From an optimization exercise on the open Yosys and OpenROAD flow, aimed at small area, a short achievable clock period and few clock cycles per item; shortcuts taken in it are not production practice.
In this exercise RTL edits were held to simulation tests only and were not proved equivalent to the original.
No activity file was given, so power comes from the tool's default toggle rates.

**design/flow/run.sh**
```bash
#!/bin/bash
# synth_recipe.tcl (not shown) runs the flow's synth.tcl, then flattens the netlist and writes it again
# the make line also repeats each setting of config.mk as NAME=value (left out here)
make -C /OpenROAD-flow-scripts/flow DESIGN_CONFIG=/design/flow/config.mk WORK_HOME=/design/flow/orfs CLKGATE_MAP_FILE= SYNTH_SCRIPT=/design/flow/synth_recipe.tcl finish
```
**design/flow/config.mk**
```make
export PLATFORM = sky130hd
export DESIGN_NAME = unordered_handle_set
export DESIGN_NICKNAME = unordered_handle_set
export VERILOG_FILES = /design/flow/design.v
export SDC_FILE = /design/flow/constraint.sdc
export NUM_CORES = 4
export LEC_CHECK = 0
export CAP_MARGIN = 20
export CORE_MARGIN = 2
export CORE_UTILIZATION = 40
export SLEW_MARGIN = 20
```
**design/flow/constraint.sdc**
```tcl
create_clock -name core_clock -period 6.0 [get_ports {clk}]
set_input_delay 1.2000 -clock core_clock [delete_from_list [all_inputs] [get_ports {clk}]]
set_output_delay 1.2000 -clock core_clock [all_outputs]
set_load 0.01 [all_outputs]
```
**design/flow/design.v**
```verilog
package ush_pkg;
  localparam int CAPACITY  = 16;
  localparam int IDX_W     = $clog2(CAPACITY);
  localparam int CNT_W     = $clog2(CAPACITY + 1);
  localparam int HANDLE_W  = 32;
  localparam int REQ_W     = 3;
  localparam int EIDX_W    = 4;
  localparam int KIND_W    = 2;
  localparam logic [REQ_W-1:0] REQ_APPEND   = 3'd0;
  localparam logic [REQ_W-1:0] REQ_DELETE   = 3'd1;
  localparam logic [REQ_W-1:0] REQ_REMOVE   = 3'd2;
  localparam logic [REQ_W-1:0] REQ_CONTAINS = 3'd3;
  localparam logic [REQ_W-1:0] REQ_TAKE     = 3'd4;
  localparam logic [REQ_W-1:0] REQ_CLEAR    = 3'd5;
  localparam logic [KIND_W-1:0] EV_NONE   = 2'd0;
  localparam logic [KIND_W-1:0] EV_INSERT = 2'd1;
  localparam logic [KIND_W-1:0] EV_REMOVE = 2'd2;
endpackage
module unordered_handle_set (
  input  logic                         clk,
  input  logic                         rst,
  input  logic                         req_valid,
  output logic                         req_ready,
  input  logic [ush_pkg::REQ_W-1:0]    req_type,
  input  logic [ush_pkg::HANDLE_W-1:0] req_item_value,
  input  logic [ush_pkg::EIDX_W-1:0]   req_entry_index,
  output logic                         res_valid,
  input  logic                         res_ready,
  output logic                         res_status,
  output logic                         res_found,
  output logic [ush_pkg::HANDLE_W-1:0] res_item_out,
  output logic [ush_pkg::KIND_W-1:0]   res_event_kind,
  output logic [ush_pkg::EIDX_W-1:0]   res_event_index,
  output logic                         res_last_of_run
);
  localparam int N  = ush_pkg::CAPACITY;
  localparam int IW = ush_pkg::IDX_W;
  localparam int CW = ush_pkg::CNT_W;
  localparam int HW = ush_pkg::HANDLE_W;
  localparam int TW = ush_pkg::REQ_W;
  localparam int KW = ush_pkg::KIND_W;
  logic [HW-1:0] slot [N];
  logic [IW-1:0] pmap [N];
  logic [CW-1:0] cnt;
  logic [CW-1:0] cursor;
  logic          rdy_q;
  logic          b_valid;
  logic [TW-1:0] b_type;
  logic [HW-1:0] b_val;
  logic [IW-1:0] b_idx;
  logic [N-1:0]  b_smatch;
  logic          o_valid, o_status, o_found, o_last;
  logic [HW-1:0] o_item;
  logic [KW-1:0] o_kind;
  logic [IW-1:0] o_idx;
  logic          s_valid, s_status, s_found, s_last;
  logic [HW-1:0] s_item;
  logic [KW-1:0] s_kind;
  logic [IW-1:0] s_idx;
  logic [N-1:0]  pmatch;    
  logic [N-1:0]  pfirst;    
  logic          found;
  logic [IW-1:0] pfirst_idx;
  always_comb begin
    for (int j = 0; j < N; j++) pmatch[j] = b_smatch[pmap[j]] && (CW'(j) < cnt);
    found = |pmatch;
    for (int j = 0; j < N; j++) begin
      pfirst[j] = pmatch[j];
      for (int k = 0; k < j; k++) if (pmatch[k]) pfirst[j] = 1'b0;
    end
    pfirst_idx = '0;
    for (int j = 0; j < N; j++) if (pfirst[j]) pfirst_idx = pfirst_idx | IW'(j);
  end
  function automatic logic [3:0] mod_tab(input logic [4:0] c, input logic [4:0] n);
    logic [3:0] r;
    case ({c, n})
      {5'd1, 5'd1}: r = 4'd0;
      {5'd2, 5'd1}: r = 4'd0;
      {5'd2, 5'd2}: r = 4'd0;
      {5'd3, 5'd1}: r = 4'd0;
      {5'd3, 5'd2}: r = 4'd1;
      {5'd3, 5'd3}: r = 4'd0;
      {5'd4, 5'd1}: r = 4'd0;
      {5'd4, 5'd2}: r = 4'd0;
      {5'd4, 5'd3}: r = 4'd1;
      {5'd4, 5'd4}: r = 4'd0;
      {5'd5, 5'd1}: r = 4'd0;
      {5'd5, 5'd2}: r = 4'd1;
      {5'd5, 5'd3}: r = 4'd2;
      {5'd5, 5'd4}: r = 4'd1;
      {5'd5, 5'd5}: r = 4'd0;
      {5'd6, 5'd1}: r = 4'd0;
      {5'd6, 5'd2}: r = 4'd0;
      {5'd6, 5'd3}: r = 4'd0;
      {5'd6, 5'd4}: r = 4'd2;
      {5'd6, 5'd5}: r = 4'd1;
      {5'd6, 5'd6}: r = 4'd0;
      {5'd7, 5'd1}: r = 4'd0;
      {5'd7, 5'd2}: r = 4'd1;
      {5'd7, 5'd3}: r = 4'd1;
      {5'd7, 5'd4}: r = 4'd3;
      {5'd7, 5'd5}: r = 4'd2;
      {5'd7, 5'd6}: r = 4'd1;
      {5'd7, 5'd7}: r = 4'd0;
      {5'd8, 5'd1}: r = 4'd0;
      {5'd8, 5'd2}: r = 4'd0;
      {5'd8, 5'd3}: r = 4'd2;
      {5'd8, 5'd4}: r = 4'd0;
      {5'd8, 5'd5}: r = 4'd3;
      {5'd8, 5'd6}: r = 4'd2;
      {5'd8, 5'd7}: r = 4'd1;
      {5'd8, 5'd8}: r = 4'd0;
      {5'd9, 5'd1}: r = 4'd0;
      {5'd9, 5'd2}: r = 4'd1;
      {5'd9, 5'd3}: r = 4'd0;
      {5'd9, 5'd4}: r = 4'd1;
      {5'd9, 5'd5}: r = 4'd4;
      {5'd9, 5'd6}: r = 4'd3;
      {5'd9, 5'd7}: r = 4'd2;
      {5'd9, 5'd8}: r = 4'd1;
      {5'd9, 5'd9}: r = 4'd0;
      {5'd10, 5'd1}: r = 4'd0;
      {5'd10, 5'd2}: r = 4'd0;
      {5'd10, 5'd3}: r = 4'd1;
      {5'd10, 5'd4}: r = 4'd2;
      {5'd10, 5'd5}: r = 4'd0;
      {5'd10, 5'd6}: r = 4'd4;
      {5'd10, 5'd7}: r = 4'd3;
      {5'd10, 5'd8}: r = 4'd2;
      {5'd10, 5'd9}: r = 4'd1;
      {5'd10, 5'd10}: r = 4'd0;
      {5'd11, 5'd1}: r = 4'd0;
      {5'd11, 5'd2}: r = 4'd1;
      {5'd11, 5'd3}: r = 4'd2;
      {5'd11, 5'd4}: r = 4'd3;
      {5'd11, 5'd5}: r = 4'd1;
      {5'd11, 5'd6}: r = 4'd5;
      {5'd11, 5'd7}: r = 4'd4;
      {5'd11, 5'd8}: r = 4'd3;
      {5'd11, 5'd9}: r = 4'd2;
      {5'd11, 5'd10}: r = 4'd1;
      {5'd11, 5'd11}: r = 4'd0;
      {5'd12, 5'd1}: r = 4'd0;
      {5'd12, 5'd2}: r = 4'd0;
      {5'd12, 5'd3}: r = 4'd0;
      {5'd12, 5'd4}: r = 4'd0;
      {5'd12, 5'd5}: r = 4'd2;
      {5'd12, 5'd6}: r = 4'd0;
      {5'd12, 5'd7}: r = 4'd5;
      {5'd12, 5'd8}: r = 4'd4;
      {5'd12, 5'd9}: r = 4'd3;
      {5'd12, 5'd10}: r = 4'd2;
      {5'd12, 5'd11}: r = 4'd1;
      {5'd12, 5'd12}: r = 4'd0;
      {5'd13, 5'd1}: r = 4'd0;
      {5'd13, 5'd2}: r = 4'd1;
      {5'd13, 5'd3}: r = 4'd1;
      {5'd13, 5'd4}: r = 4'd1;
      {5'd13, 5'd5}: r = 4'd3;
      {5'd13, 5'd6}: r = 4'd1;
      {5'd13, 5'd7}: r = 4'd6;
      {5'd13, 5'd8}: r = 4'd5;
      {5'd13, 5'd9}: r = 4'd4;
      {5'd13, 5'd10}: r = 4'd3;
      {5'd13, 5'd11}: r = 4'd2;
      {5'd13, 5'd12}: r = 4'd1;
      {5'd13, 5'd13}: r = 4'd0;
      {5'd14, 5'd1}: r = 4'd0;
      {5'd14, 5'd2}: r = 4'd0;
      {5'd14, 5'd3}: r = 4'd2;
      {5'd14, 5'd4}: r = 4'd2;
      {5'd14, 5'd5}: r = 4'd4;
      {5'd14, 5'd6}: r = 4'd2;
      {5'd14, 5'd7}: r = 4'd0;
      {5'd14, 5'd8}: r = 4'd6;
      {5'd14, 5'd9}: r = 4'd5;
      {5'd14, 5'd10}: r = 4'd4;
      {5'd14, 5'd11}: r = 4'd3;
      {5'd14, 5'd12}: r = 4'd2;
      {5'd14, 5'd13}: r = 4'd1;
      {5'd14, 5'd14}: r = 4'd0;
      {5'd15, 5'd1}: r = 4'd0;
      {5'd15, 5'd2}: r = 4'd1;
      {5'd15, 5'd3}: r = 4'd0;
      {5'd15, 5'd4}: r = 4'd3;
      {5'd15, 5'd5}: r = 4'd0;
      {5'd15, 5'd6}: r = 4'd3;
      {5'd15, 5'd7}: r = 4'd1;
      {5'd15, 5'd8}: r = 4'd7;
      {5'd15, 5'd9}: r = 4'd6;
      {5'd15, 5'd10}: r = 4'd5;
      {5'd15, 5'd11}: r = 4'd4;
      {5'd15, 5'd12}: r = 4'd3;
      {5'd15, 5'd13}: r = 4'd2;
      {5'd15, 5'd14}: r = 4'd1;
      {5'd15, 5'd15}: r = 4'd0;
      {5'd16, 5'd1}: r = 4'd0;
      {5'd16, 5'd2}: r = 4'd0;
      {5'd16, 5'd3}: r = 4'd1;
      {5'd16, 5'd4}: r = 4'd0;
      {5'd16, 5'd5}: r = 4'd1;
      {5'd16, 5'd6}: r = 4'd4;
      {5'd16, 5'd7}: r = 4'd2;
      {5'd16, 5'd8}: r = 4'd0;
      {5'd16, 5'd9}: r = 4'd7;
      {5'd16, 5'd10}: r = 4'd6;
      {5'd16, 5'd11}: r = 4'd5;
      {5'd16, 5'd12}: r = 4'd4;
      {5'd16, 5'd13}: r = 4'd3;
      {5'd16, 5'd14}: r = 4'd2;
      {5'd16, 5'd15}: r = 4'd1;
      {5'd16, 5'd16}: r = 4'd0;
      default: r = c[3:0];
    endcase
    mod_tab = r;
  endfunction
  logic [IW-1:0] tpos;
  logic [IW-1:0] tq;
  logic [IW-1:0] tq_up, tq_dn, tq_take;
  always_comb begin
    tpos    = tq;
    tq_up   = mod_tab(cursor, cnt + 1'b1);
    tq_dn   = mod_tab(cursor, cnt - 1'b1);
    if (CW'(tq) + 2'd2 < cnt) tq_take = tq + 1'b1;
    else if (CW'(tq) + 2'd2 == cnt || cnt == CW'(2)) tq_take = '0;
    else tq_take = IW'(1);
  end
  logic          is_app, is_del, is_rem, is_con, is_take, is_clr;
  logic          not_empty, not_full;
  logic          app_ok, del_ok, rem_ok, take_ok, clr_beat, clr_more;
  logic          rd_ok;           
  logic          rm;              
  logic [IW-1:0] rd_pos;          
  logic [N-1:0]  sel;             
  logic [IW-1:0] last;
  logic [IW-1:0] rd_slot, last_slot, sel_slot, app_slot;
  logic [HW-1:0] rd_item;
  logic          x_status, x_found, x_last;
  logic [HW-1:0] x_item;
  logic [KW-1:0] x_kind;
  logic [IW-1:0] x_idx;
  always_comb begin
    is_app  = (b_type == ush_pkg::REQ_APPEND);
    is_del  = (b_type == ush_pkg::REQ_DELETE);
    is_rem  = (b_type == ush_pkg::REQ_REMOVE);
    is_con  = (b_type == ush_pkg::REQ_CONTAINS);
    is_take = (b_type == ush_pkg::REQ_TAKE);
    is_clr  = (b_type == ush_pkg::REQ_CLEAR);
    not_empty = (cnt != '0);
    not_full  = !cnt[CW-1];
    app_ok   = is_app && not_full;
    del_ok   = is_del && (CW'(b_idx) < cnt);
    rem_ok   = is_rem && found;
    take_ok  = is_take && not_empty;
    clr_beat = is_clr && not_empty;
    clr_more = is_clr && (cnt > CW'(1));
    rd_ok    = del_ok || take_ok || clr_beat;
    rm       = rd_ok || rem_ok;
    rd_pos   = is_del ? b_idx : (is_take ? tpos : '0);
    last     = IW'(cnt - 1'b1);
    sel = '0;
    if (rd_ok) sel[rd_pos] = 1'b1;
    else if (rem_ok) sel = pfirst;
    rd_slot   = pmap[rd_pos];
    rd_item   = slot[rd_slot];
    last_slot = pmap[last];
    app_slot  = pmap[cnt[IW-1:0]];
    sel_slot  = '0;
    for (int j = 0; j < N; j++) if (sel[j]) sel_slot = sel_slot | pmap[j];
    x_status = !(app_ok || rm || is_con || is_clr);
    x_found  = is_con && found;
    x_item   = (app_ok || rem_ok) ? b_val : (rd_ok ? rd_item : '0);
    x_kind   = app_ok ? ush_pkg::EV_INSERT : (rm ? ush_pkg::EV_REMOVE : ush_pkg::EV_NONE);
    x_idx    = app_ok ? cnt[IW-1:0] : (rd_ok ? rd_pos : (rem_ok ? pfirst_idx : '0));
    x_last   = !clr_more;
  end
  logic [N-1:0] a_smatch;
  logic         a_eq_b;
  always_comb begin
    a_eq_b = (req_item_value == b_val);
    for (int s = 0; s < N; s++) a_smatch[s] = (slot[s] == req_item_value);
  end
  logic fire, b_done, o_free;
  logic b_valid_n, s_valid_n, b_clr_n;
  logic [CW-1:0] cnt_n;
  assign o_free    = !o_valid || res_ready;
  assign fire      = b_valid && !s_valid;
  assign b_done    = fire && !clr_more;
  assign req_ready = rdy_q;
  always_comb begin
    b_valid_n = rdy_q ? req_valid : b_valid;
    s_valid_n = s_valid ? !o_free : (fire && !o_free);
    b_clr_n   = rdy_q ? (req_type == ush_pkg::REQ_CLEAR) : is_clr;
    cnt_n     = cnt;
    if (fire) begin
      if (app_ok) cnt_n = cnt + 1'b1;
      else if (rm) cnt_n = cnt - 1'b1;
    end
  end
  always_ff @(posedge clk) begin
    if (rst) begin
      rdy_q   <= 1'b1;
      b_valid <= 1'b0;
      s_valid <= 1'b0;
      o_valid <= 1'b0;
      cnt     <= '0;
      cursor  <= '0;
      tq      <= '0;
      for (int j = 0; j < N; j++) pmap[j] <= IW'(j);
    end else begin
      rdy_q   <= !b_valid_n || (!s_valid_n && !(b_clr_n && cnt_n > CW'(1)));
      b_valid <= b_valid_n;
      s_valid <= s_valid_n;
      if (o_free) o_valid <= s_valid || fire;
      cnt     <= cnt_n;
      if (fire) begin
        if (take_ok) cursor <= CW'(tpos) + 1'b1;
        else if (is_clr) cursor <= '0;
        if (take_ok) tq <= tq_take;
        else if (is_clr) tq <= '0;
        else if (app_ok) tq <= tq_up;
        else if (rm) tq <= tq_dn;
        if (rm) begin
          for (int j = 0; j < N; j++) begin
            if (sel[j]) pmap[j] <= last_slot;
            else if (IW'(j) == last) pmap[j] <= sel_slot;
          end
        end
      end
    end
  end
  always_ff @(posedge clk) begin
    if (rdy_q) begin
      b_type <= req_type;
      b_val  <= req_item_value;
      b_idx  <= req_entry_index;
      for (int s = 0; s < N; s++)
        b_smatch[s] <= (fire && app_ok && app_slot == IW'(s)) ? a_eq_b : a_smatch[s];
    end
    if (!s_valid) begin
      s_status <= x_status;
      s_found  <= x_found;
      s_item   <= x_item;
      s_kind   <= x_kind;
      s_idx    <= x_idx;
      s_last   <= x_last;
    end
    if (o_free) begin
      o_status <= s_valid ? s_status : x_status;
      o_found  <= s_valid ? s_found  : x_found;
      o_item   <= s_valid ? s_item   : x_item;
      o_kind   <= s_valid ? s_kind   : x_kind;
      o_idx    <= s_valid ? s_idx    : x_idx;
      o_last   <= s_valid ? s_last   : x_last;
    end
  end
  for (genvar s = 0; s < N; s++) begin : g_slot
    always_ff @(posedge clk) begin
      if (fire && app_ok && app_slot == IW'(s)) slot[s] <= b_val;
    end
  end
  assign res_valid       = o_valid;
  assign res_status      = o_status;
  assign res_found       = o_found;
  assign res_item_out    = o_item;
  assign res_event_kind  = o_kind;
  assign res_event_index = o_idx;
  assign res_last_of_run = o_last;
endmodule
```
==> results.txt, run 1 <==
synth-to-layout area growth 14.9%; critical-path cell list nor4bb_1, a31o_2, inv_1, ha_1, buf_4, inv_1, o21ai_0, a221oi_1, o2111a_1, buf_4, nand3_1, nor2_2, buf_4, a221o_1, nor3_1, o21ai_0; CORE AREA 104000 µm²; Pwr Density 255 nW/µm²; top_reg_cell synth edfxtp_1; Crit Reg-Reg Startpoint b_type[0]$_DFFE_PP_; Worst Path Arrival 6.08 ns; Crit Path Class flip-flop to flip-flop; synthesized flop and latch total 731; Tmin final 5.58 ns; CTS clk-pin slew, worst paths 0.06 ns; DRT iter0 DRCs 7202; clock root buffer master clkbuf_16; Post-CTS Hold Buffers 0; worst vdd ir 0.233 mV; worst relative slew slack 18.2%; hold depth 2; final wirelength 212000 µm; Initial Utilization 40.4%; ratio of cells with drive above 1 in the final layout 13.1%; worst reg2reg path endpoint o_item[9]$_DFFE_PN_; die height 328 µm; # resized after CTS 0; post-CTS setup buffer count 0; Top cell by count, worst path buf_4; Worst Setup SP b_type[0]$_DFFE_PP_; Avg Cell Area, Syn 11.0 µm²; clk_skew 0.0663 ns; Tcrit/Tclk final 93.1%; clock sinks 731; worst-case clock buffer depth 3; Hold Crit Class flip-flop to flip-flop; Final Net Count 3963; post-synthesis mux area share 4.93%; Wirelength per Cell 39.7 µm; ys async rst share 0%; # placed instances 5197; Highest Clock Rate 179 MHz; commonest non-fill, non-tap cells in the layout 608 x edfxtp_1, 556 x xnor2_1, 229 x nand2_1; Routed Antenna Nets 0; clock latency (worst-skew pair) 0.71 ns; CP max stage delay 0.98 ns; Synthesized Nets 3881; Multi-input gate area 19900 µm²; Clock H-tree levels 3; Seq/Total Area, Yosys 49.4%; max-cap violations 0; Finish-stage setup viols 0; post-synthesis simple-gate area fraction 12.8%; Final WS setup 0.416 ns; R2R depth 16; die area 107000 µm²; Die W 328 µm; Worst Path Required 6.50 ns; DRT Pass-1 Iters 11; CTS buffer count 81; Synth Warn # 3; setup tns final 0 ns; Port Buffers 85; CTS tree done; post-synthesis compound-gate area fraction 16.8%; final hold viol count 0; Internal 9.01 mW; Crit-path slowest cell nor2_2; # IOs 86; Switching Fraction 26.6%; filler-free cell count of the finished design 5354; status timing/DRC/antenna clean; Synth Instances 3818; Synth Area in Adders 0.597%; crit end category flip-flop; Slew Viols, Final 0; Register Area 20700 µm²; combinational power share 10.5%; number of global-route vias before repair 34900; largest net degree at the start of global routing 51; largest family of logic cells by synthesized area compound AO/OA/AOI/OAI gates; largest fanout on the critical path 17; Clk pwr share 43.6%; crit start category flip-flop; GR Util All Layers 38.7%; worst-margin pin slew 1.22 ns; RePlAce Congestion 1.15; first-pass GRT wire length 290000 µm; initial antenna violation count 14; Post-Synth XOR/XNOR Area 11.8%; Leakage 15.5 nW; Vias/cell 7.06; RSZ-0062 raised after global routing false; # DRC 0; fill count 9486; global route total overflow 0; timing endpoint of the critical path o_item[9]$_DFFE_PN_; DR vias 37800; Mapped Area 41900 µm²; commonest non-fill, non-tap cell in the layout edfxtp_1; sequential power share 45.8%; post-synthesis cell type count 105; P_sw 3.27 mW; pre-CTS WS 0.628 ns; number of synthesized flops with an enable pin 608; row count 118; setup slack, reg-to-reg 0.42 ns; DP Wirelength 151000 µm
-- cell type report --
class	instances	share of cell area (%)
Antenna cell	6	0.0312
Clock buffer	100	4.48
Clock inverter	51	1.36
Inverter	62	0.483
Multi-Input combinational cell	2709	41.4
Sequential cell	731	43.0
Tap cell	1380	3.58
Timing Repair Buffer	315	5.61
-- metrics by stage --
step	power [mW]	hold slack [ns]	cell area [µm²]	utilization (%)
6_report	12.3	0.466	48200	46.4
5_1_grt	12.5	0.485	48100	46.4
4_1_cts	12.2	0.471	48100	46.4
3_5_place_dp	6.94	0.456	45300	43.7
3_3_place_gp	6.95	0.452	45300	43.6
2_1_floorplan	6.33	0.431	41900	-
-- cells by family after synthesis --
family	count (synthesis)
DFF	731
AOI/OAI and AO/OA	943
buffers and inverters	378
xor gates and xnor gates	565
adders and majority gates	20
muxes	163
and+or+nand+nor	1018
-- sequential cells by signal, summed over array words and instances, names as in the netlist, 2 cells and up --
register / count
b_smatch: 16
cursor: 5
b_type: 3
tq: 4
s_item: 32
o_idx: 4
slot: 512
cnt: 5
s_idx: 4
pmap: 64
o_kind: 2
b_idx: 4
s_kind: 2
o_item: 32
b_val: 32
-- per-layer routing --
metal  GRT usage (%)  wire [µm]  vias to the layer above
li1                -          -                    15000
met1            47.0      73700                    18500
met2            57.9      91100                     3382
met3            11.8      27100                      897
met4            28.9      20400                       16
met5          0.0444        121                        -
-- synthesized netlist by cell type, types with 13 or more instances --
cell type / n / area (µm²)
edfxtp_1: 608 / 18300
xnor2_1: 560 / 4900
clkbuf_1: 233 / 875
nand2_1: 229 / 860
a22oi_1: 220 / 1650
nand4_1: 191 / 1190
nor2_1: 157 / 589
dfxtp_1: 123 / 2460
o21ai_0: 112 / 561
mux2i_1: 101 / 1010
nand3_1: 98 / 490
a21oi_1: 89 / 445
nor3_1: 66 / 330
inv_1: 58 / 218
nor4_1: 58 / 363
buf_2: 56 / 280
a221oi_1: 54 / 473
nor2b_1: 47 / 294
a222oi_1: 44 / 440
a31oi_1: 35 / 219
mux4_2: 32 / 721
o21ai_1: 31 / 155
mux2_2: 29 / 327
a221o_1: 28 / 280
a32oi_1: 27 / 236
and2_1: 26 / 163
o211ai_1: 26 / 195
a22o_1: 25 / 219
and3_1: 23 / 144
buf_1: 22 / 82.6
o22ai_1: 22 / 138
nand2b_1: 21 / 131
ha_1: 20 / 250
o221ai_1: 20 / 175
or3_1: 19 / 119
a2111oi_0: 16 / 140
a211oi_1: 15 / 113
a31o_2: 15 / 131
o31ai_1: 15 / 113
a2bb2oi_1: 14 / 123
o21a_1: 13 / 97.6
-- critical path, delay by kind of cell, from the launching register on --
kind	cells	cell delay, ns
fa+ha+maj	1	0.35
simple gates	4	1.69
compound gates	6	1.51
buf+inv	5	1.23
flops	1	0.59
-- worst min path at each step --
stage	slack, ns	from	to
final	0.47	s_found$_DFF_P_	s_found$_DFF_P_
after global routing	0.48	s_idx[1]$_DFF_P_	s_idx[1]$_DFF_P_
after CTS	0.47	s_found$_DFF_P_	s_found$_DFF_P_
after detailed placement	0.46	s_found$_DFF_P_	s_found$_DFF_P_
after global placement	0.45	s_found$_DFF_P_	s_found$_DFF_P_
after floorplan	0.43	s_found$_DFF_P_	s_found$_DFF_P_
-- power by group through the flow --
stage	registers, mW	clock network (mW)	logic [mW]
floorplan	5.73	0	0.598
global placement	5.73	0	1.22
detailed placement	5.73	0	1.21
CTS	5.63	5.35	1.22
global route	5.63	5.54	1.30
finish	5.62	5.35	1.29
Testbench counts, summed over its fixed seeds: cycles 3,410, requests 3,200.
==> run 2: changes to the inputs <==
--- a/design/flow/design.v
+++ b/design/flow/design.v
@@ -38,16 +38,15 @@
   localparam int CW = ush_pkg::CNT_W;
   localparam int HW = ush_pkg::HANDLE_W;
-  localparam int TW = ush_pkg::REQ_W;
   localparam int KW = ush_pkg::KIND_W;
-  logic [HW-1:0] slot [N];
-  logic [IW-1:0] pmap [N];
+  logic [HW-1:0] e [N];
   logic [CW-1:0] cnt;
   logic [CW-1:0] cursor;
+  logic [IW-1:0] tq;         
   logic          rdy_q;
   logic          b_valid;
-  logic [TW-1:0] b_type;
+  logic          b_app, b_del, b_rem, b_con, b_take, b_clr;
   logic [HW-1:0] b_val;
   logic [IW-1:0] b_idx;
-  logic [N-1:0]  b_smatch;
+  logic [N-1:0]  b_pm;
   logic          o_valid, o_status, o_found, o_last;
   logic [HW-1:0] o_item;
@@ -63,5 +62,5 @@
   logic [IW-1:0] pfirst_idx;
   always_comb begin
-    for (int j = 0; j < N; j++) pmatch[j] = b_smatch[pmap[j]] && (CW'(j) < cnt);
+    for (int j = 0; j < N; j++) pmatch[j] = b_pm[j] && (CW'(j) < cnt);
     found = |pmatch;
     for (int j = 0; j < N; j++) begin
@@ -215,16 +214,12 @@
     mod_tab = r;
   endfunction
-  logic [IW-1:0] tpos;
-  logic [IW-1:0] tq;
   logic [IW-1:0] tq_up, tq_dn, tq_take;
   always_comb begin
-    tpos    = tq;
-    tq_up   = mod_tab(cursor, cnt + 1'b1);
-    tq_dn   = mod_tab(cursor, cnt - 1'b1);
+    tq_up = mod_tab(cursor, cnt + 1'b1);
+    tq_dn = mod_tab(cursor, cnt - 1'b1);
     if (CW'(tq) + 2'd2 < cnt) tq_take = tq + 1'b1;
     else if (CW'(tq) + 2'd2 == cnt || cnt == CW'(2)) tq_take = '0;
     else tq_take = IW'(1);
   end
-  logic          is_app, is_del, is_rem, is_con, is_take, is_clr;
   logic          not_empty, not_full;
   logic          app_ok, del_ok, rem_ok, take_ok, clr_beat, clr_more;
@@ -233,51 +228,35 @@
   logic [IW-1:0] rd_pos;          
   logic [N-1:0]  sel;             
+  logic [N-1:0]  app_at;          
   logic [IW-1:0] last;
-  logic [IW-1:0] rd_slot, last_slot, sel_slot, app_slot;
-  logic [HW-1:0] rd_item;
-  logic          x_status, x_found, x_last;
-  logic [HW-1:0] x_item;
-  logic [KW-1:0] x_kind;
-  logic [IW-1:0] x_idx;
+  logic [HW-1:0] rd_item, e_last, wdata;
   always_comb begin
-    is_app  = (b_type == ush_pkg::REQ_APPEND);
-    is_del  = (b_type == ush_pkg::REQ_DELETE);
-    is_rem  = (b_type == ush_pkg::REQ_REMOVE);
-    is_con  = (b_type == ush_pkg::REQ_CONTAINS);
-    is_take = (b_type == ush_pkg::REQ_TAKE);
-    is_clr  = (b_type == ush_pkg::REQ_CLEAR);
     not_empty = (cnt != '0);
     not_full  = !cnt[CW-1];
-    app_ok   = is_app && not_full;
-    del_ok   = is_del && (CW'(b_idx) < cnt);
-    rem_ok   = is_rem && found;
-    take_ok  = is_take && not_empty;
-    clr_beat = is_clr && not_empty;
-    clr_more = is_clr && (cnt > CW'(1));
+    app_ok   = b_app && not_full;
+    del_ok   = b_del && (CW'(b_idx) < cnt);
+    rem_ok   = b_rem && found;
+    take_ok  = b_take && not_empty;
+    clr_beat = b_clr && not_empty;
+    clr_more = b_clr && (cnt > CW'(1));
     rd_ok    = del_ok || take_ok || clr_beat;
     rm       = rd_ok || rem_ok;
-    rd_pos   = is_del ? b_idx : (is_take ? tpos : '0);
+    rd_pos   = b_del ? b_idx : (b_take ? tq : '0);
     last     = IW'(cnt - 1'b1);
     sel = '0;
     if (rd_ok) sel[rd_pos] = 1'b1;
     else if (rem_ok) sel = pfirst;
-    rd_slot   = pmap[rd_pos];
-    rd_item   = slot[rd_slot];
-    last_slot = pmap[last];
-    app_slot  = pmap[cnt[IW-1:0]];
-    sel_slot  = '0;
-    for (int j = 0; j < N; j++) if (sel[j]) sel_slot = sel_slot | pmap[j];
-    x_status = !(app_ok || rm || is_con || is_clr);
-    x_found  = is_con && found;
-    x_item   = (app_ok || rem_ok) ? b_val : (rd_ok ? rd_item : '0);
-    x_kind   = app_ok ? ush_pkg::EV_INSERT : (rm ? ush_pkg::EV_REMOVE : ush_pkg::EV_NONE);
-    x_idx    = app_ok ? cnt[IW-1:0] : (rd_ok ? rd_pos : (rem_ok ? pfirst_idx : '0));
-    x_last   = !clr_more;
+    app_at = '0;
+    app_at[cnt[IW-1:0]] = app_ok;
+    rd_item = e[rd_pos];
+    e_last  = e[last];
+    wdata   = b_app ? b_val : e_last;
   end
-  logic [N-1:0] a_smatch;
-  logic         a_eq_b;
+  logic [N-1:0] a_match;
+  logic         a_eq_b, a_eq_last;
   always_comb begin
-    a_eq_b = (req_item_value == b_val);
-    for (int s = 0; s < N; s++) a_smatch[s] = (slot[s] == req_item_value);
+    a_eq_b    = (req_item_value == b_val);
+    a_eq_last = (req_item_value == e_last);
+    for (int j = 0; j < N; j++) a_match[j] = (e[j] == req_item_value);
   end
   logic fire, b_done, o_free;
@@ -291,5 +270,5 @@
     b_valid_n = rdy_q ? req_valid : b_valid;
     s_valid_n = s_valid ? !o_free : (fire && !o_free);
-    b_clr_n   = rdy_q ? (req_type == ush_pkg::REQ_CLEAR) : is_clr;
+    b_clr_n   = rdy_q ? (req_type == ush_pkg::REQ_CLEAR) : b_clr;
     cnt_n     = cnt;
     if (fire) begin
@@ -307,5 +286,4 @@
       cursor  <= '0;
       tq      <= '0;
-      for (int j = 0; j < N; j++) pmap[j] <= IW'(j);
     end else begin
       rdy_q   <= !b_valid_n || (!s_valid_n && !(b_clr_n && cnt_n > CW'(1)));
@@ -315,27 +293,45 @@
       cnt     <= cnt_n;
       if (fire) begin
-        if (take_ok) cursor <= CW'(tpos) + 1'b1;
-        else if (is_clr) cursor <= '0;
+        if (take_ok) cursor <= CW'(tq) + 1'b1;
+        else if (b_clr) cursor <= '0;
         if (take_ok) tq <= tq_take;
-        else if (is_clr) tq <= '0;
+        else if (b_clr) tq <= '0;
         else if (app_ok) tq <= tq_up;
         else if (rm) tq <= tq_dn;
-        if (rm) begin
-          for (int j = 0; j < N; j++) begin
-            if (sel[j]) pmap[j] <= last_slot;
-            else if (IW'(j) == last) pmap[j] <= sel_slot;
-          end
-        end
       end
     end
   end
+  for (genvar j = 0; j < N; j++) begin : g_e
+    always_ff @(posedge clk) begin
+      if (fire && (app_at[j] || (rm && sel[j]))) e[j] <= wdata;
+    end
+  end
   always_ff @(posedge clk) begin
     if (rdy_q) begin
-      b_type <= req_type;
+      b_app  <= (req_type == ush_pkg::REQ_APPEND);
+      b_del  <= (req_type == ush_pkg::REQ_DELETE);
+      b_rem  <= (req_type == ush_pkg::REQ_REMOVE);
+      b_con  <= (req_type == ush_pkg::REQ_CONTAINS);
+      b_take <= (req_type == ush_pkg::REQ_TAKE);
+      b_clr  <= (req_type == ush_pkg::REQ_CLEAR);
       b_val  <= req_item_value;
       b_idx  <= req_entry_index;
-      for (int s = 0; s < N; s++)
-        b_smatch[s] <= (fire && app_ok && app_slot == IW'(s)) ? a_eq_b : a_smatch[s];
+      for (int j = 0; j < N; j++)
+        b_pm[j] <= (fire && rm && sel[j]) ? a_eq_last : ((fire && app_at[j]) ? a_eq_b : a_match[j]);
     end
+  end
+  logic          x_status, x_found, x_last;
+  logic [HW-1:0] x_item;
+  logic [KW-1:0] x_kind;
+  logic [IW-1:0] x_idx;
+  always_comb begin
+    x_status = !(app_ok || rm || b_con || b_clr);
+    x_found  = b_con && found;
+    x_item   = (app_ok || rem_ok) ? b_val : (rd_ok ? rd_item : '0);
+    x_kind   = app_ok ? ush_pkg::EV_INSERT : (rm ? ush_pkg::EV_REMOVE : ush_pkg::EV_NONE);
+    x_idx    = app_ok ? cnt[IW-1:0] : (rd_ok ? rd_pos : (rem_ok ? pfirst_idx : '0));
+    x_last   = !clr_more;
+  end
+  always_ff @(posedge clk) begin
     if (!s_valid) begin
       s_status <= x_status;
@@ -355,9 +351,4 @@
     end
   end
-  for (genvar s = 0; s < N; s++) begin : g_slot
-    always_ff @(posedge clk) begin
-      if (fire && app_ok && app_slot == IW'(s)) slot[s] <= b_val;
-    end
-  end
   assign res_valid       = o_valid;
   assign res_status      = o_status;
--- a/design/flow/config.mk
+++ b/design/flow/config.mk
@@ -9,3 +9,4 @@
 export CORE_MARGIN = 2
 export CORE_UTILIZATION = 40
+export SETUP_SLACK_MARGIN = 3.2
 export SLEW_MARGIN = 20
==> run 2 against run 1 <==
Area after synthesis is 3.7% higher. Synthesized cell count is 9.3% higher. The flow now stops in global routing (5_1_grt).
==> results.txt, run 2 <==
clock sinks 670 (-8.3%); count leader, synth edfxtp_1; Seq/Total Area, Yosys 44.9% (-4.5 points); status did not finish; largest area contributor in the netlist edfxtp_1; post-synth top area share 42.1% (-1.4 points); CTS buffer count 76 (-6.2%); Synthesized Nets 4237 (+9.2%); RePlAce Congestion 1.24 (+7.5%); Mapped Area 43500 µm² (+3.7%); die height 334 µm (+1.8%); Clock H-tree levels 3 (unchanged); number of synthesized flops with an enable pin 610 (+0.33%); Initial Utilization 40.5% (+0.064 points); ys async rst share 0% (unchanged); DP Wirelength 242000 µm (+60%); row count 120 (+1.7%); global route total overflow 1; top_reg_cell synth edfxtp_1; Synth Instances 4174 (+9.3%); # IOs 86 (unchanged); Die W 334 µm (+1.8%); Synth Warn # 2 (-1); largest net degree at the start of global routing 85; Port Buffers 85 (unchanged); Synth area leaders edfxtp_1 42%, xnor2_1 11%, a22oi_1 3.2%; worst-case clock buffer depth 3 (unchanged); Run Error [ERROR GRT-0232] Routing congestion too high. Check the congestion heatmap in the GUI.; Post-synth top cells 610 x edfxtp_1, 535 x xnor2_1, 277 x clkbuf_1; Avg Cell Area, Syn 10.4 µm² (-5.1%); post-synthesis cell type count 101 (-3.8%); clock root buffer master clkbuf_16; GR Util All Layers 68.8%; synthesized flop and latch total 670 (-8.3%); Exit stage global routing (5_1_grt)
run 2: cell types whose count changed after synthesis, sizes merged, moves of 45 or more:
cell / change
dfxtp: -63
a221oi: +81
a21oi: +86
mux2: +45
a22o: +125
clkbuf: +45
run 2: cells by family after synthesis:
logic type / after synthesis / share of synthesized area, %
flops: 670 / 44.9
simple gates: 1056 / 13.2
compound gates: 1280 / 21.8
fa+ha+maj: 20 / 0.575
mux: 161 / 4.15
buf+inv: 424 / 4.03
xor+xnor: 563 / 11.4
run 2: timing repair:
action	4_1_cts
hold buffers	0
endpoints found under the setup margin	1155
gates resized for setup	823
setup buffers	367
pin swaps	193
gates cloned	86
run 2: power by group through the flow:
stage | sequential [mW] | clock [mW] | combinational (mW)
after CTS | 5.60 | 5.00 | 3.93
after detailed placement | 5.69 | 0 | 2.99
after global placement | 5.69 | 0 | 3.00
after floorplan | 5.66 | 0 | 1.48
run 2: how the worst min path moves through the flow:
stage | endpoint | depth (start not counted) | slack [ns]
2_1_floorplan | s_kind[1]$_DFF_P_ | 2 | 0.42
3_3_place_gp | s_kind[1]$_DFF_P_ | 2 | 0.44
3_5_place_dp | s_kind[1]$_DFF_P_ | 2 | 0.45
4_1_cts | s_item[3]$_DFF_P_ | 2 | 0.45
run 2: routing by layer:
metal | overflow | track usage (%)
met2 | 1 | 83.1
met5 | 0 | 31.4
met1 | 0 | 71.0
met4 | 0 | 65.4
met3 | 0 | 53.5
run 2: metrics by stage:
stage	setup slack [ns]	util [%]	power, mW	cell area, µm²	instances
4_1_cts	1.93	56.0	14.5	60200	6198
3_5_place_dp	0.363	45.2	8.69	48600	5604
3_3_place_gp	0.455	45.2	8.69	48600	5604
2_1_floorplan	2.18	-	7.14	44500	4174
Testbench counts of run 2, summed over its fixed seeds: cycles 3,410, requests 3,200.
==> run 3: changes to the inputs <==
--- a/design/flow/design.v
+++ b/design/flow/design.v
@@ -39,5 +39,6 @@
   localparam int HW = ush_pkg::HANDLE_W;
   localparam int KW = ush_pkg::KIND_W;
-  logic [HW-1:0] e [N];
+  logic [HW-1:0] slot [N];
+  logic [IW-1:0] pmap [N];
   logic [CW-1:0] cnt;
   logic [CW-1:0] cursor;
@@ -48,5 +49,10 @@
   logic [HW-1:0] b_val;
   logic [IW-1:0] b_idx;
-  logic [N-1:0]  b_pm;
+  logic [N-1:0]  b_smatch;
+  logic          c_valid, c_status, c_found, c_last, c_rd;
+  logic [KW-1:0] c_kind;
+  logic [IW-1:0] c_idx;
+  logic [IW-1:0] c_slot;
+  logic [HW-1:0] c_val;
   logic          o_valid, o_status, o_found, o_last;
   logic [HW-1:0] o_item;
@@ -62,5 +68,5 @@
   logic [IW-1:0] pfirst_idx;
   always_comb begin
-    for (int j = 0; j < N; j++) pmatch[j] = b_pm[j] && (CW'(j) < cnt);
+    for (int j = 0; j < N; j++) pmatch[j] = b_smatch[pmap[j]] && (CW'(j) < cnt);
     found = |pmatch;
     for (int j = 0; j < N; j++) begin
@@ -228,7 +234,6 @@
   logic [IW-1:0] rd_pos;          
   logic [N-1:0]  sel;             
-  logic [N-1:0]  app_at;          
   logic [IW-1:0] last;
-  logic [HW-1:0] rd_item, e_last, wdata;
+  logic [IW-1:0] rd_slot, last_slot, sel_slot, app_slot;
   always_comb begin
     not_empty = (cnt != '0);
@@ -247,27 +252,28 @@
     if (rd_ok) sel[rd_pos] = 1'b1;
     else if (rem_ok) sel = pfirst;
-    app_at = '0;
-    app_at[cnt[IW-1:0]] = app_ok;
-    rd_item = e[rd_pos];
-    e_last  = e[last];
-    wdata   = b_app ? b_val : e_last;
+    rd_slot   = pmap[rd_pos];
+    last_slot = pmap[last];
+    app_slot  = pmap[cnt[IW-1:0]];
+    sel_slot  = '0;
+    for (int j = 0; j < N; j++) if (sel[j]) sel_slot = sel_slot | pmap[j];
   end
-  logic [N-1:0] a_match;
-  logic         a_eq_b, a_eq_last;
+  logic [N-1:0] a_smatch;
+  logic         a_eq_b;
   always_comb begin
-    a_eq_b    = (req_item_value == b_val);
-    a_eq_last = (req_item_value == e_last);
-    for (int j = 0; j < N; j++) a_match[j] = (e[j] == req_item_value);
+    a_eq_b = (req_item_value == b_val);
+    for (int s = 0; s < N; s++) a_smatch[s] = (slot[s] == req_item_value);
   end
-  logic fire, b_done, o_free;
-  logic b_valid_n, s_valid_n, b_clr_n;
+  logic fire, b_done, c_adv, o_free;
+  logic b_valid_n, c_valid_n, s_valid_n, b_clr_n;
   logic [CW-1:0] cnt_n;
   assign o_free    = !o_valid || res_ready;
-  assign fire      = b_valid && !s_valid;
+  assign c_adv     = c_valid && !s_valid;
+  assign fire      = b_valid && (!c_valid || !s_valid);
   assign b_done    = fire && !clr_more;
   assign req_ready = rdy_q;
   always_comb begin
     b_valid_n = rdy_q ? req_valid : b_valid;
-    s_valid_n = s_valid ? !o_free : (fire && !o_free);
+    c_valid_n = fire || (c_valid && !c_adv);
+    s_valid_n = s_valid ? !o_free : (c_adv && !o_free);
     b_clr_n   = rdy_q ? (req_type == ush_pkg::REQ_CLEAR) : b_clr;
     cnt_n     = cnt;
@@ -281,4 +287,5 @@
       rdy_q   <= 1'b1;
       b_valid <= 1'b0;
+      c_valid <= 1'b0;
       s_valid <= 1'b0;
       o_valid <= 1'b0;
@@ -286,9 +293,11 @@
       cursor  <= '0;
       tq      <= '0;
+      for (int j = 0; j < N; j++) pmap[j] <= IW'(j);
     end else begin
-      rdy_q   <= !b_valid_n || (!s_valid_n && !(b_clr_n && cnt_n > CW'(1)));
+      rdy_q   <= !b_valid_n || ((!c_valid_n || !s_valid_n) && !(b_clr_n && cnt_n > CW'(1)));
       b_valid <= b_valid_n;
+      c_valid <= c_valid_n;
       s_valid <= s_valid_n;
-      if (o_free) o_valid <= s_valid || fire;
+      if (o_free) o_valid <= s_valid || c_adv;
       cnt     <= cnt_n;
       if (fire) begin
@@ -299,12 +308,13 @@
         else if (app_ok) tq <= tq_up;
         else if (rm) tq <= tq_dn;
+        if (rm) begin
+          for (int j = 0; j < N; j++) begin
+            if (sel[j]) pmap[j] <= last_slot;
+            else if (IW'(j) == last) pmap[j] <= sel_slot;
+          end
+        end
       end
     end
   end
-  for (genvar j = 0; j < N; j++) begin : g_e
-    always_ff @(posedge clk) begin
-      if (fire && (app_at[j] || (rm && sel[j]))) e[j] <= wdata;
-    end
-  end
   always_ff @(posedge clk) begin
     if (rdy_q) begin
@@ -317,36 +327,41 @@
       b_val  <= req_item_value;
       b_idx  <= req_entry_index;
-      for (int j = 0; j < N; j++)
-        b_pm[j] <= (fire && rm && sel[j]) ? a_eq_last : ((fire && app_at[j]) ? a_eq_b : a_match[j]);
+      for (int s = 0; s < N; s++)
+        b_smatch[s] <= (fire && app_ok && app_slot == IW'(s)) ? a_eq_b : a_smatch[s];
+    end
+    if (fire) begin
+      c_status <= !(app_ok || rm || b_con || b_clr);
+      c_found  <= b_con && found;
+      c_kind   <= app_ok ? ush_pkg::EV_INSERT : (rm ? ush_pkg::EV_REMOVE : ush_pkg::EV_NONE);
+      c_idx    <= app_ok ? cnt[IW-1:0] : (rd_ok ? rd_pos : (rem_ok ? pfirst_idx : '0));
+      c_last   <= !clr_more;
+      c_rd     <= rd_ok;
+      c_slot   <= rd_slot;
+      c_val    <= (app_ok || rem_ok) ? b_val : '0;
     end
   end
-  logic          x_status, x_found, x_last;
-  logic [HW-1:0] x_item;
-  logic [KW-1:0] x_kind;
-  logic [IW-1:0] x_idx;
-  always_comb begin
-    x_status = !(app_ok || rm || b_con || b_clr);
-    x_found  = b_con && found;
-    x_item   = (app_ok || rem_ok) ? b_val : (rd_ok ? rd_item : '0);
-    x_kind   = app_ok ? ush_pkg::EV_INSERT : (rm ? ush_pkg::EV_REMOVE : ush_pkg::EV_NONE);
-    x_idx    = app_ok ? cnt[IW-1:0] : (rd_ok ? rd_pos : (rem_ok ? pfirst_idx : '0));
-    x_last   = !clr_more;
-  end
+  logic [HW-1:0] y_item;
+  assign y_item = c_rd ? slot[c_slot] : c_val;
   always_ff @(posedge clk) begin
     if (!s_valid) begin
-      s_status <= x_status;
-      s_found  <= x_found;
-      s_item   <= x_item;
-      s_kind   <= x_kind;
-      s_idx    <= x_idx;
-      s_last   <= x_last;
+      s_status <= c_status;
+      s_found  <= c_found;
+      s_item   <= y_item;
+      s_kind   <= c_kind;
+      s_idx    <= c_idx;
+      s_last   <= c_last;
     end
     if (o_free) begin
-      o_status <= s_valid ? s_status : x_status;
-      o_found  <= s_valid ? s_found  : x_found;
-      o_item   <= s_valid ? s_item   : x_item;
-      o_kind   <= s_valid ? s_kind   : x_kind;
-      o_idx    <= s_valid ? s_idx    : x_idx;
-      o_last   <= s_valid ? s_last   : x_last;
+      o_status <= s_valid ? s_status : c_status;
+      o_found  <= s_valid ? s_found  : c_found;
+      o_item   <= s_valid ? s_item   : y_item;
+      o_kind   <= s_valid ? s_kind   : c_kind;
+      o_idx    <= s_valid ? s_idx    : c_idx;
+      o_last   <= s_valid ? s_last   : c_last;
+    end
+  end
+  for (genvar s = 0; s < N; s++) begin : g_slot
+    always_ff @(posedge clk) begin
+      if (fire && app_ok && app_slot == IW'(s)) slot[s] <= b_val;
     end
   end
==> run 3 against run 2 <==
The layout now fails its checks (capacitance limit, slew limit). Area after synthesis decreased by 0.66%. Synthesized cell count decreased by 8.7%.
==> results.txt, run 3 <==
post-synthesis cell type count 101 (unchanged); clk_skew 0.0667 ns; # DRC 0; largest reg by FF count slot; largest area contributor in the netlist edfxtp_1; Hold Crit Class flip-flop to flip-flop; Clk pwr share 41.2%; Seq/Total Area, Yosys 51.4% (+6.5 points); Mapped Area 43200 µm² (-0.66%); post-synth top area share 45.6% (+3.5 points); synthesized flop and latch total 781 (+17%); Switching Fraction 27.3%; Slew Viols, Final 2; pre-CTS WS 0.471 ns (+0.108 ns); die height 333 µm (-0.33%); Finish-stage setup viols 0; CP bufs+invs 1; Leakage 19.9 nW; Min-Delay Endpoint s_item[13]$_DFF_P_; clock root buffer master clkbuf_16; CP top delay family XOR/XNOR gates; number of synthesized flops with an enable pin 656 (+7.5%); max-cap violations 1; Vias/cell 7.03; worst-margin pin slew 1.77 ns; number of global-route vias before repair 37600; Synth Warn # 3 (+1); sequential power share 45.8%; CTS clk-pin slew, worst paths 0.06 ns; fill count 8942; clock sinks 781 (+17%); clock latency (worst-skew pair) 0.71 ns; Pwr Density 225 nW/µm²; worst reg2reg path endpoint pmap[11][1]$_SDFFE_PP1P_; Port Buffers 85 (unchanged); Die W 333 µm (-0.33%); final hold viol count 0; die area 111000 µm²; synth-to-layout area growth 35.9%; Synthesized Nets 3875 (-8.5%); CTS tree done; P_sw 3.61 mW; hold depth 1; Fail Reasons capacitance limit, slew limit; Highest Clock Rate 227 MHz; RePlAce Congestion 1.05 (-15%); Crit Reg-Reg Startpoint b_smatch[7]$_DFFE_PP_; R2R depth 13; ys async rst share 0% (unchanged); DP Wirelength 160000 µm (-34%); Final WS setup 1.60 ns; status finished with violations; ratio of cells with drive above 1 in the final layout 32.1%; Internal 9.61 mW; CTS buffer count 88 (+16%); setup slack, reg-to-reg 1.87 ns; final wirelength 248000 µm; combinational power share 13.0%; Worst Path Arrival 4.88 ns; row count 120 (unchanged); Placement Cell Area 46900 µm² (-3.6%); worst-case clock buffer depth 3 (unchanged); Hold Startpoint s_item[13]$_DFF_P_; crit start category input port; # IOs 86 (unchanged); Worst Path Required 6.48 ns; Avg Cell Area, Syn 11.3 µm² (+8.8%); max reg flops 512; Clock H-tree levels 3 (unchanged); GR Util All Layers 42.4%; Synth area leaders edfxtp_1 46%, xnor2_1 11%, dfxtp_1 5.8%; commonest non-fill, non-tap cell in the layout edfxtp_1; Tmin final 4.40 ns; worst relative slew slack -18.9%; DR vias 41100; DRT iter0 DRCs 7597; Tcrit/Tclk final 73.3%; crit end category flip-flop; CP max stage delay 1.51 ns; DRT Pass-1 Iters 10; Final Instance Area 58700 µm²; Final Net Count 4424; count leader, synth edfxtp_1; Post-synth top cells 656 x edfxtp_1, 557 x xnor2_1, 250 x clkbuf_1; largest net degree at the start of global routing 47; first-pass GRT wire length 324000 µm; Routed Antenna Nets 0; largest fanout on the critical path 13; worst vdd ir 0.276 mV; critical-path cell list dlygate4sd2_1, xnor2_1, nand4_1, nor4_1, nand2_1, mux2i_2; top_reg_cell synth edfxtp_1; Synth Instances 3812 (-8.7%); Crit-path slowest cell xnor2_1; Post-CTS Hold Buffers 0 (unchanged); commonest non-fill, non-tap cells in the layout 656 x edfxtp_1, 532 x xnor2_1, 373 x buf_4; CORE AREA 107000 µm²; RSZ-0062 raised after global routing true; initial antenna violation count 11; Crit Path Class input port to flip-flop; top flop regs slot (512), pmap (64); setup tns final 0 ns; Wirelength per Cell 42.5 µm; global route total overflow 0; Initial Utilization 40.4% (-0.099 points)
## run 3: timing repair
item | CTS | global route
gates resized for setup | 522 | 412
cloned | 30 | 23
pin swaps | 90 | 180
setup buffers | 315 | 109
endpoints found under the setup margin | 715 | 704
## run 3: worst max-delay path by stage
stage	to	slack, ns	from	depth (start not counted)
final	b_smatch[3]$_DFFE_PP_	1.60	req_item_value[18]	6
after global routing	pmap[11][1]$_SDFFE_PP1P_	1.80	b_smatch[6]$_DFFE_PP_	13
after CTS	pmap[9][2]$_SDFFE_PP0P_	1.90	b_smatch[11]$_DFFE_PP_	10
after detailed placement	pmap[11][1]$_SDFFE_PP1P_	0.47	cnt[3]$_SDFF_PP0_	12
after global placement	pmap[11][1]$_SDFFE_PP1P_	0.50	cnt[3]$_SDFF_PP0_	11
after floorplan	pmap[5][1]$_SDFFE_PP0P_	2.38	pmap[10][1]$_SDFFE_PP1P_	14
## run 3: layout make-up
type | count | area, µm² | area share (%)
repair buffers | 751 | 8710 | 14.8
diodes | 11 | 27.5 | 0.0469
inverters | 98 | 404 | 0.688
well taps | 1403 | 1760 | 2.99
flip-flops and latches | 781 | 22200 | 37.9
clock buffers | 119 | 2480 | 4.22
clock inverters | 44 | 385 | 0.656
multi-input cells | 2641 | 22700 | 38.7
## run 3: kinds of logic after synthesis
kind of cell | count (synthesis) | synth area share [%]
buf+inv | 396 | 3.58
flops | 781 | 51.4
simple gates | 948 | 11.7
compound gates | 932 | 15.6
mux | 173 | 5.74
fa+ha+maj | 21 | 0.602
xor+xnor | 561 | 11.4
## run 3: power groups by stage
stage	Combinational (mW)	Sequential [mW]	Clock [mW]
6_report	1.72	6.05	5.45
5_1_grt	1.72	6.06	5.64
4_1_cts	1.47	6.05	5.42
3_5_place_dp	1.32	6.17	0
3_3_place_gp	1.32	6.17	0
2_1_floorplan	0.666	6.16	0
## run 3: through the flow
| step | util, % | cells | power, mW | hold slack [ns] |
|---|---|---|---|---|
| global route | 54.8 | 5837 | 13.4 | 0.476 |
| finish | 54.9 | 5848 | 13.2 | 0.469 |
| detailed placement | 43.8 | 5196 | 7.49 | 0.459 |
| CTS | 51.9 | 5704 | 12.9 | 0.473 |
| floorplan | - | 3812 | 6.83 | 0.446 |
| global placement | 43.7 | 5193 | 7.50 | 0.454 |
## run 3: layer usage
metal	global-route usage, %	share of wire (%)	wire length (µm)	vias to the layer above
li1	-	-	-	16000
met1	49.0	33	82000	20200
met2	63.5	42	105000	3750
met3	13.5	13	31800	1204
met4	37.4	12	30000	10
met5	0	0.039	96	-
Testbench counts of run 3, summed over its fixed seeds: cycles 3,418, requests 3,200.

-- afterwards: timing with drivers on the ports --
The results above use ideal ports. As a check the final layouts listed here were re-extracted and re-timed, cells and wires unchanged.
Step 1 assumes that a clkbuf_16 drives the clock port and a buf_2 every other input.
Step 2 times the ports against the registers' clock, not the clock port: input delays grow and output delays shrink by t, the midpoint of the rising clock arrivals with the driver on.
Three values: ideal ports, drivers, drivers and shift; two values: the first two.
run	shift t [ns]	setup slack, ns	worst setup path at the end
run 1	0.751	0.416 / 0.416 / 0.416	register to register
run 3	0.754	1.603 / 1.665 / 0.910	input to register
The setup slack of run 3, which loses most, moves by +0.062 ns with the drivers and by -0.693 ns with both steps.
